This is an optimization exercise on Yosys and OpenROAD, whose aim is small area, a short achievable clock period and few clock cycles, not a production implementation.
RTL that was checked went through simulation tests only; none was proved equivalent to the original.
Power is estimated from default activity; no workload was simulated.

## rvCoreTop
module rvCoreTop (
    input  logic        clk,
    input  logic        reset,
    output logic [31:0] paddr,
    output logic        psel,
    output logic        penable,
    output logic        pwrite,
    output logic [31:0] pwdata,
    output logic [3:0]  pstrb,
    input  logic [31:0] prdata,
    input  logic        pready
);
Settings: LEC_CHECK=0, CAP_MARGIN=20, CORE_MARGIN=2, CORE_UTILIZATION=40, CTS_CLUSTER_DIAMETER=100, CTS_CLUSTER_SIZE=28, PLACE_DENSITY=0.6, SLEW_MARGIN=20; clock period 10.0 ns.
standard.sh (not shown) runs the stock make flow with config.mk's settings and CLKGATE_MAP_FILE= SYNTH_SCRIPT=/design/flow/synth_recipe.tcl, a recipe that flattens the netlist after the stock synthesis.
==> flow/flow/run.sh <==
#!/bin/bash
set -euo pipefail
bash standard.sh SETUP_SLACK_MARGIN=6.2 \
    'BUFFER_PORTS_ARGS=-buffer_cell sky130_fd_sc_hd__buf_2' finish > flow_standard.log 2>&1
The starting point ran to the end with no violations.
Testbench counts at the start, summed over its fixed seeds: cycles 75,814.
Change:
Settings changed: CTS_CLUSTER_DIAMETER 100 to 120, CTS_CLUSTER_SIZE 28 to 30.
Routed wire length rises slightly.
Hold slack barely changes.
Cell count stays flat.
Global-route usage came out higher by 0.12 points.
Power decreases slightly.
Clock power decreases by a few percent.
Utilization is about the same.
Change:
Settings changed: CTS_CLUSTER_DIAMETER 120 to 100, CTS_CLUSTER_SIZE 30 to 25.
Worst setup slack loses 0.039 ns.
Power came out higher by 2.2%.
Synthesized area is unchanged.
Core utilization goes up by 0.19 points.
Hold slack is worse by 0.0035 ns.
Via count barely changes.
Non-clock buffer count drops by 1.
Die area does not change.
Register-to-register slack got worse by 0.04 ns.
Combinational power stays flat.
Change:
==> flow/flow/run.sh (replaced) <==
#!/bin/bash
set -euo pipefail
bash standard.sh SETUP_SLACK_MARGIN=6.45 \
    'BUFFER_PORTS_ARGS=-buffer_cell sky130_fd_sc_hd__buf_2' finish > flow_standard.log 2>&1
Settings changed: TNS_END_PERCENT set to 20.
Outcome: First-iteration DRC count climbs by a few percent. Critical path depth decreases by 6. Cell area goes up slightly.
Change:
==> flow/flow/run.sh (replaced) <==
#!/bin/bash
set -euo pipefail
bash standard.sh SETUP_SLACK_MARGIN=6.6 \
    'BUFFER_PORTS_ARGS=-buffer_cell sky130_fd_sc_hd__buf_2' finish > flow_standard.log 2>&1
What happened: Routed wire length climbs by 1.2%; via count came out higher by 0.32%; die area does not change; synthesized area stays the same; sequential share of layout area fell by 0.48 points; worst hold slack loses 0.0054 ns; power came out lower by 0.35%; setup slack gets better by 0.16 ns.

========
Setup of exp/ember:
rvCoreTop, a different RTL version from the one above (not shown whole).
Size in the first run: roughly 3800 cells after synthesis, ~1200 flip-flops, roughly 110 I/O pins, ~0.053 mm2 of cells after synthesis.
Settings: LEC_CHECK=0, CAP_MARGIN=20, CORE_MARGIN=2, CORE_UTILIZATION=55, CTS_CLUSTER_DIAMETER=100, CTS_CLUSTER_SIZE=25, PLACE_DENSITY=0.75, SLEW_MARGIN=20; clock period 10.0 ns.
==> flow/flow/run.sh <==
#!/bin/bash
set -euo pipefail
bash standard.sh SETUP_SLACK_MARGIN=6.2 \
    'BUFFER_PORTS_ARGS=-buffer_cell sky130_fd_sc_hd__buf_2' finish > flow_standard.log 2>&1
> inputs changed (exp/ember -> exp/onyx)
- PLACE_DENSITY now 0.6, was 0.75
- CORE_UTILIZATION now 40, was 55
--- outcome ---
- No stage failed in exp/ember, and the final checks on the layout all came back clean.
- Per the final summary, exp/onyx finished and its layout is clean on timing, DRC and antenna.
- As far as proportion of synthesized area in mux cells is concerned, exp/ember and exp/onyx perform about the same.
- The die outline width reported for exp/onyx is greater than that of exp/ember by about 17%.
- Compared to exp/ember, exp/onyx has clock period minus worst slack 0.088 ns lower.
- Total power per unit cell area: exp/onyx vs exp/ember down 1.3%
Function was not checked in any run of this note: the RTL went through the layout flow alone.

========
rvCoreTop, a different RTL version from the one above (not shown whole).
Size in the first run: roughly 3900 cells after synthesis, ~1200 flip-flops, roughly 110 I/O pins, about 53000 um2 of cells after synthesis.
Settings: LEC_CHECK=0, CAP_MARGIN=20, CORE_MARGIN=2, CORE_UTILIZATION=40, CTS_CLUSTER_DIAMETER=100, CTS_CLUSTER_SIZE=28, PLACE_DENSITY=0.6, SLEW_MARGIN=20; clock period 10.0 ns.
==> flow/flow/run.sh <==
#!/bin/bash
set -euo pipefail
bash standard.sh SETUP_SLACK_MARGIN=6.45 \
    'BUFFER_PORTS_ARGS=-buffer_cell sky130_fd_sc_hd__buf_2' finish > flow_standard.log 2>&1
Next try:
==> flow/flow/run.sh (replaced) <==
#!/bin/bash
set -euo pipefail
bash standard.sh SETUP_SLACK_MARGIN=6.2 \
    'BUFFER_PORTS_ARGS=-buffer_cell sky130_fd_sc_hd__buf_2' finish > flow_standard.log 2>&1
--- a/flow/config.mk
+++ b/flow/config.mk
@@ -10,5 +10,5 @@
 export CORE_UTILIZATION = 40
 export CTS_CLUSTER_DIAMETER = 100
-export CTS_CLUSTER_SIZE = 28
+export CTS_CLUSTER_SIZE = 25
 export PLACE_DENSITY = 0.6
 export SLEW_MARGIN = 20
Result:
- routed wire length decreases by 3.5%
- clock-buffer cell count increases by 10
- sequential share of layout area increases by 1.0 points
- clock skew increases by 15 ps
- power stays flat
- worst setup slack gains 33 ps
- core utilization decreases by 0.76 points
Next try:
==> flow/flow/run.sh (replaced) <==
#!/bin/bash
set -euo pipefail
bash standard.sh SETUP_SLACK_MARGIN=6.75 \
    'BUFFER_PORTS_ARGS=-buffer_cell sky130_fd_sc_hd__buf_2' finish > flow_standard.log 2>&1
--- a/flow/config.mk
+++ b/flow/config.mk
@@ -10,5 +10,5 @@
 export CORE_UTILIZATION = 40
 export CTS_CLUSTER_DIAMETER = 100
-export CTS_CLUSTER_SIZE = 25
+export CTS_CLUSTER_SIZE = 28
 export PLACE_DENSITY = 0.6
 export SLEW_MARGIN = 20
What happened: First-iteration DRC count grows by about 9%; cell count grows by 4.1%; final area grows by 7.3%; non-clock buffer count grows by 208; core utilization grows by 3.2 points; via count grows by 6.2%; flip-flop and latch count is unchanged; wire length grows by about 11%; power grows by about 2.6%; synthesized area does not change.
No run of this note included a check of the RTL's function; only the layout flow was run.

========
Setup of v6:
rvCoreTop with an RTL version that a note above also has.
Size: about 3,900 cells after synthesis, about 1,200 flip-flops, about 110 I/O pins.
clock: 10.0 ns
lec_check: 0
cap_margin: 20
core_margin: 2
core_utilization: 40
cts_cluster_diameter: 100
cts_cluster_size: 25
place_density: 0.6
slew_margin: 20
==> flow/flow/run.sh <==
#!/bin/bash
set -euo pipefail
bash standard.sh SETUP_SLACK_MARGIN=6.45 \
    'BUFFER_PORTS_ARGS=-buffer_cell sky130_fd_sc_hd__buf_2' finish > flow_standard.log 2>&1
Testbench counts of v6, summed over its fixed seeds: cycles 75,814.
Setup changes, v6 to v7
# v6
export LEC_CHECK = 0
export CAP_MARGIN = 20
export CORE_MARGIN = 2
export CORE_UTILIZATION = 40
export CTS_CLUSTER_DIAMETER = 100
export CTS_CLUSTER_SIZE = 25
export PLACE_DENSITY = 0.6
export SLEW_MARGIN = 20
create_clock -name core_clock -period 10.0 [get_ports {clk}]
# v7
export LEC_CHECK = 0
export CAP_MARGIN = 20
export CORE_MARGIN = 2
export CORE_UTILIZATION = 40
export CTS_CLUSTER_DIAMETER = 100
export CTS_CLUSTER_SIZE = 28
export PLACE_DENSITY = 0.6
export SLEW_MARGIN = 20
create_clock -name core_clock -period 10.0 [get_ports {clk}]
### Flow results
v7 and v6 ended up with nearly the same total global-route track usage.
| flip-flop and latch share of the layout cell area | v7 vs v6 | ≈ equal |
Power per unit of standard cell area (higher): v6
Any difference in core utilization between v7 and v6 is small enough to ignore.
v7 against v6: mean post-synth cell area flat; first-pass GRT wire length flat; maximum buffer depth of the clock tree flat; number of fill cells in the layout flat.
Summary of the comparison: final worst setup slack is higher in v7, relative to v6.
Taking v6 as the reference point, the hold slack of v7 falls by 0.0095 ns.
As far as total number of nets in the final design is concerned, v6 and v7 perform about the same.

========
The RTL this note starts from:
==> flow/design.v <==
`timescale 1ns/1ps
module rvCoreTop (
    input  logic        clk,
    input  logic        reset,
    output logic [31:0] paddr,
    output logic        psel,
    output logic        penable,
    output logic        pwrite,
    output logic [31:0] pwdata,
    output logic [3:0]  pstrb,
    input  logic [31:0] prdata,
    input  logic        pready
);
    localparam logic [6:0] OP_LUI    = 7'b0110111;
    localparam logic [6:0] OP_IMM    = 7'b0010011;
    localparam logic [6:0] OP_REG    = 7'b0110011;
    localparam logic [6:0] OP_LOAD   = 7'b0000011;
    localparam logic [6:0] OP_STORE  = 7'b0100011;
    localparam logic [6:0] OP_BRANCH = 7'b1100011;
    logic        pselQ, penQ, busData, kill;
    logic [31:2] paddrQ;
    logic        pwriteQ;
    logic [3:0]  pstrbQ;
    logic [31:2] fpc;
    logic        irAhead;
    logic        irV;
    logic [31:0] ir;
    logic xR2;      
    logic xAlu;     
    logic xBr;      
    logic xLd;      
    logic xSt;      
    logic xLwait;   
    logic xLw;      
    logic [31:0] opA, opB;
    logic [4:0]  xRd, xRs2;
    logic [6:0]  xImmHi;
    logic [2:0]  xF3;
    logic [4:0]  xSel;     
    logic        xInv, xBrF;
    logic [1:0]  xAhead;   
    logic [1:0]  xOff;
    logic [31:1] rSelQ;    
    logic        resetQ;   
    logic [31:0] regs [1:31];
    assign paddr   = {paddrQ, 2'b00};
    assign psel    = pselQ;
    assign penable = penQ;
    assign pwrite  = pwriteQ;
    assign pwdata  = opB;   
    assign pstrb   = pstrbQ;
    logic busFree, xferDone, landing, dataDone, fetchSetup;
    assign xferDone   = pselQ & penQ & pready;
    assign busFree    = ~pselQ | xferDone;
    assign landing    = xferDone & ~busData & ~kill;
    assign dataDone   = xferDone & busData;
    assign fetchSetup = pselQ & ~penQ & ~busData;
    logic [6:0] op;
    logic isLui, isOpi, isOp, isLd, isSt, isBr;
    logic [31:0] immI, immS, immU;
    assign op    = ir[6:0];
    assign isLui = op == OP_LUI;
    assign isOpi = op == OP_IMM;
    assign isOp  = op == OP_REG;
    assign isLd  = op == OP_LOAD;
    assign isSt  = op == OP_STORE;
    assign isBr  = op == OP_BRANCH;
    assign immI  = {{20{ir[31]}}, ir[31:20]};
    assign immS  = {{20{ir[31]}}, ir[31:25], ir[11:7]};
    assign immU  = {ir[31:12], 12'b0};
    logic [31:0] rData;
    always_comb begin
        rData = 32'd0;
        for (int r = 1; r < 32; r++) rData = rData | (regs[r] & {32{rSelQ[r]}});
    end
    logic [31:0] sum, aluOut;
    logic        lt, eq, taken;
    assign sum = opA + opB + {31'd0, xInv};   
    assign lt  = $signed(opA) < $signed(opB);
    assign eq  = opA == opB;
    always_comb begin
        aluOut = ({32{xSel[0]}} & sum) | {31'd0, xSel[1] & lt} | ({32{xSel[2]}} & (opA ^ opB)) |
                 ({32{xSel[3]}} & (opA | opB)) | ({32{xSel[4]}} & (opA & opB));
    end
    always_comb begin
        case ({xF3[2], xF3[0]})
            2'b00:   taken = eq;
            2'b01:   taken = ~eq;
            2'b10:   taken = lt;
            default: taken = ~lt;
        endcase
    end
    logic        redirect, redirQ;
    logic [11:0] brOff, adjQ;
    logic [31:2] target;
    assign redirect = redirQ;
    assign brOff  = {xImmHi[6], xImmHi[6], xRd[0], xImmHi[5:0], xRd[4:2]} - {10'd0, xAhead} - 12'd1;
    assign target = fpc + {{18{adjQ[11]}}, adjQ};
    logic [31:0] lane, ldVal;
    assign lane = opB >> {xOff, 3'b000};
    always_comb begin
        case (xF3[1:0])
            2'b00:   ldVal = {{24{lane[7] & ~xF3[2]}}, lane[7:0]};
            2'b01:   ldVal = {{16{lane[15] & ~xF3[2]}}, lane[15:0]};
            default: ldVal = lane;
        endcase
    end
    logic s1, s1Go, dataReq, dataGo, fetchGo, fetchOk, irVNext;
    logic xR2N, xAluN, xBrN, xLdN, xStN, xLwaitN, xLwN;
    assign s1      = irV & ~(xR2 | xLd | xSt | xLwait) & ~(pselQ & busData & pwriteQ);
    assign s1Go    = s1 & ~redirect;
    assign dataReq = (xLd | xSt) & ~redirect;
    assign dataGo  = busFree & dataReq;
    assign xR2N    = s1Go & (isOp | isBr);
    assign xAluN   = (s1Go & (isLui | isOpi)) | (xR2 & ~xBrF & ~redirect);
    assign xBrN    = xR2 & xBrF & ~redirect;
    assign xLdN    = (s1Go & isLd) | (xLd & ~busFree & ~redirect);
    assign xStN    = (s1Go & isSt) | (xSt & ~busFree & ~redirect);
    assign xLwaitN = (xLd & busFree & ~redirect) | (xLwait & ~dataDone);
    assign xLwN    = xLwait & dataDone;
    assign irVNext = (landing & ~redirect) | (irV & ~s1 & ~redirect);
    assign fetchOk = ~(s1 & (isLd | isSt) & landing);
    assign fetchGo = busFree & ~dataReq & fetchOk & ~xBr;
    always_ff @(posedge clk) begin
        if (reset) begin
            pselQ   <= 1'b0;
            penQ    <= 1'b0;
            busData <= 1'b0;
            kill    <= 1'b0;
            redirQ  <= 1'b0;
            fpc     <= '0;
            irV     <= 1'b0;
            xR2     <= 1'b0;
            xAlu    <= 1'b0;
            xBr     <= 1'b0;
            xLd     <= 1'b0;
            xSt     <= 1'b0;
            xLwait  <= 1'b0;
            xLw     <= 1'b0;
        end else begin
            if (busFree) begin
                pselQ   <= dataGo | fetchGo;
                penQ    <= 1'b0;
                busData <= dataGo;
            end else if (~penQ) begin
                penQ <= 1'b1;
            end
            kill <= pselQ & ~busData & ~xferDone & (kill | redirect);
            redirQ <= xBr & taken;
            if (redirect) fpc <= target;
            else if (fetchSetup) fpc <= paddrQ + 30'd1;
            irV    <= irVNext;
            xR2    <= xR2N;
            xAlu   <= xAluN;
            xBr    <= xBrN;
            xLd    <= xLdN;
            xSt    <= xStN;
            xLwait <= xLwaitN;
            xLw    <= xLwN;
        end
    end
    always_ff @(posedge clk) begin
        adjQ <= brOff - {11'd0, fetchSetup};
        if (landing) irAhead <= 1'b0;
        else if (fetchSetup) irAhead <= 1'b1;
        xAhead <= (s1 ? {1'b0, irAhead} : xAhead) + {1'b0, fetchSetup};
    end
    always_ff @(posedge clk) begin
        if (dataGo) begin
            paddrQ  <= sum[31:2];
            pwriteQ <= xSt;
            pstrbQ  <= xSt ?
                       4'((xF3[1] ? 4'b1111 : xF3[0] ? 4'b0011 : 4'b0001) << sum[1:0]) : 4'b0000;
        end else if (fetchGo) begin
            paddrQ  <= redirect ? target : fpc;
            pwriteQ <= 1'b0;
            pstrbQ  <= 4'b0000;
        end
    end
    always_ff @(posedge clk) begin
        if (landing) ir <= prdata;
    end
    logic [4:0] rIdxN;
    logic       rs2Next;
    assign rs2Next = (s1 & (isOp | isBr | isSt)) | xSt;
    assign rIdxN = rs2Next ? (s1 ? ir[24:20] : xRs2) : ir[19:15];
    always_ff @(posedge clk) begin
        for (int r = 1; r < 32; r++)
            rSelQ[r] <= (landing & ~rs2Next) ? (prdata[19:15] == 5'(r)) : (rIdxN == 5'(r));
    end
    logic [31:0] wData;   
    logic bypass;
    assign bypass = (xAlu | xLw) && (xRd != 5'd0) && (xRd == ir[19:15]);
    always_ff @(posedge clk) begin
        if (s1) begin
            opA    <= (isLui | bypass) ? (isLui ? 32'd0 : wData) : rData;
            xRd    <= ir[11:7];
            xRs2   <= ir[24:20];
            xImmHi <= ir[31:25];
            xF3    <= isLui ? 3'b000 : ir[14:12];
            xInv   <= isOp & (ir[14:12] == 3'b000) & ir[30];
            xBrF   <= isBr;
        end
        if (reset) xSel <= 5'b00000;
        else if (s1)
            xSel <= {5{isLui | isOpi | isOp}} & (isLui ? 5'b00001 :
                    (ir[14:12] == 3'b010) ? 5'b00010 : (ir[14:12] == 3'b100) ? 5'b00100 :
                    (ir[14:12] == 3'b110) ? 5'b01000 : (ir[14:12] == 3'b111) ? 5'b10000 : 5'b00001);
        if (xR2) opB <= rData ^ {32{xInv}};
        else if (xSt & busFree) opB <= rData << {sum[1:0], 3'b000};
        else if (s1) opB <= isSt ? immS : isLui ? immU : immI;
        else if (xLwait & dataDone) opB <= prdata;
        if (xLd & busFree) xOff <= sum[1:0];
    end
    logic        wEn;
    logic [31:0] wDataG;
    assign wEn    = ((xAlu & ~redirect) | xLw) & (xRd != 5'd0);
    assign wData  = aluOut | ({32{xLw}} & ldVal);
    assign wDataG = wData;
    always_ff @(posedge clk) begin
        resetQ <= reset;
        for (int r = 1; r < 32; r++) begin
            if (resetQ | (wEn & (xRd == 5'(r)))) regs[r] <= wDataG;
        end
    end
endmodule
export LEC_CHECK = 0
export CAP_MARGIN = 20
export CORE_MARGIN = 2
export CORE_UTILIZATION = 40
export CTS_CLUSTER_DIAMETER = 100
export CTS_CLUSTER_SIZE = 28
export PLACE_DENSITY = 0.6
export SLEW_MARGIN = 20
create_clock -name core_clock -period 10.0 [get_ports {clk}]
Scripts as last shown in full above: flow/flow/run.sh
Next try:
CTS_CLUSTER_SIZE = 25   (was 28)
Total power grows by about 1.4%.
Register-to-register slack stays flat.
Hold slack barely changes.
Die area stays the same.
Routed wire length goes up by about 0.37%.
Count of clock-buffer cells in the layout is higher by 9.
Flip-flop and latch count does not change.
No functional check of the RTL was part of any run of this note.

separate check: timing with driven ports:
How much do the figures lean on ideal ports? The routed layouts below were timed once more, with nothing changed but the port constraints.
Step 1 assumes that a clkbuf_16 drives the clock port and a buf_2 every other input.
Step 2 moves the port delays by t, midway between the first and last clock arrival at a register: inputs arrive t later, outputs are due t later. That takes back most of the time a late clock gives input paths.
a / b / c = ideal ports / drivers / drivers and shift; a / b = the first two.
run	t (ns)	slack for setup (ns)	hold slack, ns	worst setup path after step 2	worst register clock-pin slew, ns
the first run of note 1	0.768	6.305 / 6.308 / 5.563	0.462 / 0.462 / 0.462	input to register	0.12 / 0.12
the second run of note 1	0.785	6.297 / 6.293 / 5.575	0.464 / 0.464 / 0.464	input to register	0.12 / 0.12
the third run of note 1	0.780	6.258 / 6.258 / 5.562	0.461 / 0.461 / 0.461	input to register	0.11 / 0.11
the fourth run of note 1	0.770	6.223 / 6.213 / 5.489	0.457 / 0.457 / 0.457	input to register	0.11 / 0.11
the fifth run of note 1	0.764	6.387 / 6.308 / 5.714	0.452 / 0.452 / 0.452	input to register	0.11 / 0.11
exp/ember	0.761	6.052 / 6.052 / 5.691	0.483 / 0.483 / 0.483	input to register	0.11 / 0.11
exp/onyx	0.783	6.140 / 6.140 / 5.635	0.481 / 0.481 / 0.481	input to register	0.11 / 0.11
the first run of note 3	0.792	6.173 / 6.173 / 5.982	0.491 / 0.491 / 0.491	input to register	0.12 / 0.12
the second run of note 3	0.800	6.205 / 6.205 / 5.860	0.485 / 0.485 / 0.485	input to register	0.11 / 0.11
the third run of note 3	0.796	6.177 / 6.177 / 6.169	0.477 / 0.477 / 0.477	input to register	0.12 / 0.12
v6	0.778	6.404 / 6.329 / 5.777	0.462 / 0.462 / 0.462	input to register	0.11 / 0.11
v7	0.783	6.441 / 6.365 / 5.675	0.453 / 0.453 / 0.453	input to register	0.12 / 0.12
the first run of note 5	0.748	6.338 / 6.336 / 5.884	0.460 / 0.460 / 0.460	input to register	0.12 / 0.12
the second run of note 5	0.776	6.327 / 6.327 / 5.869	0.461 / 0.461 / 0.461	input to register	0.11 / 0.11
After both steps every run listed still meets setup and hold. For v7, which loses most, drivers alone change the setup slack by -0.076 ns; drivers and shift together by -0.766 ns.
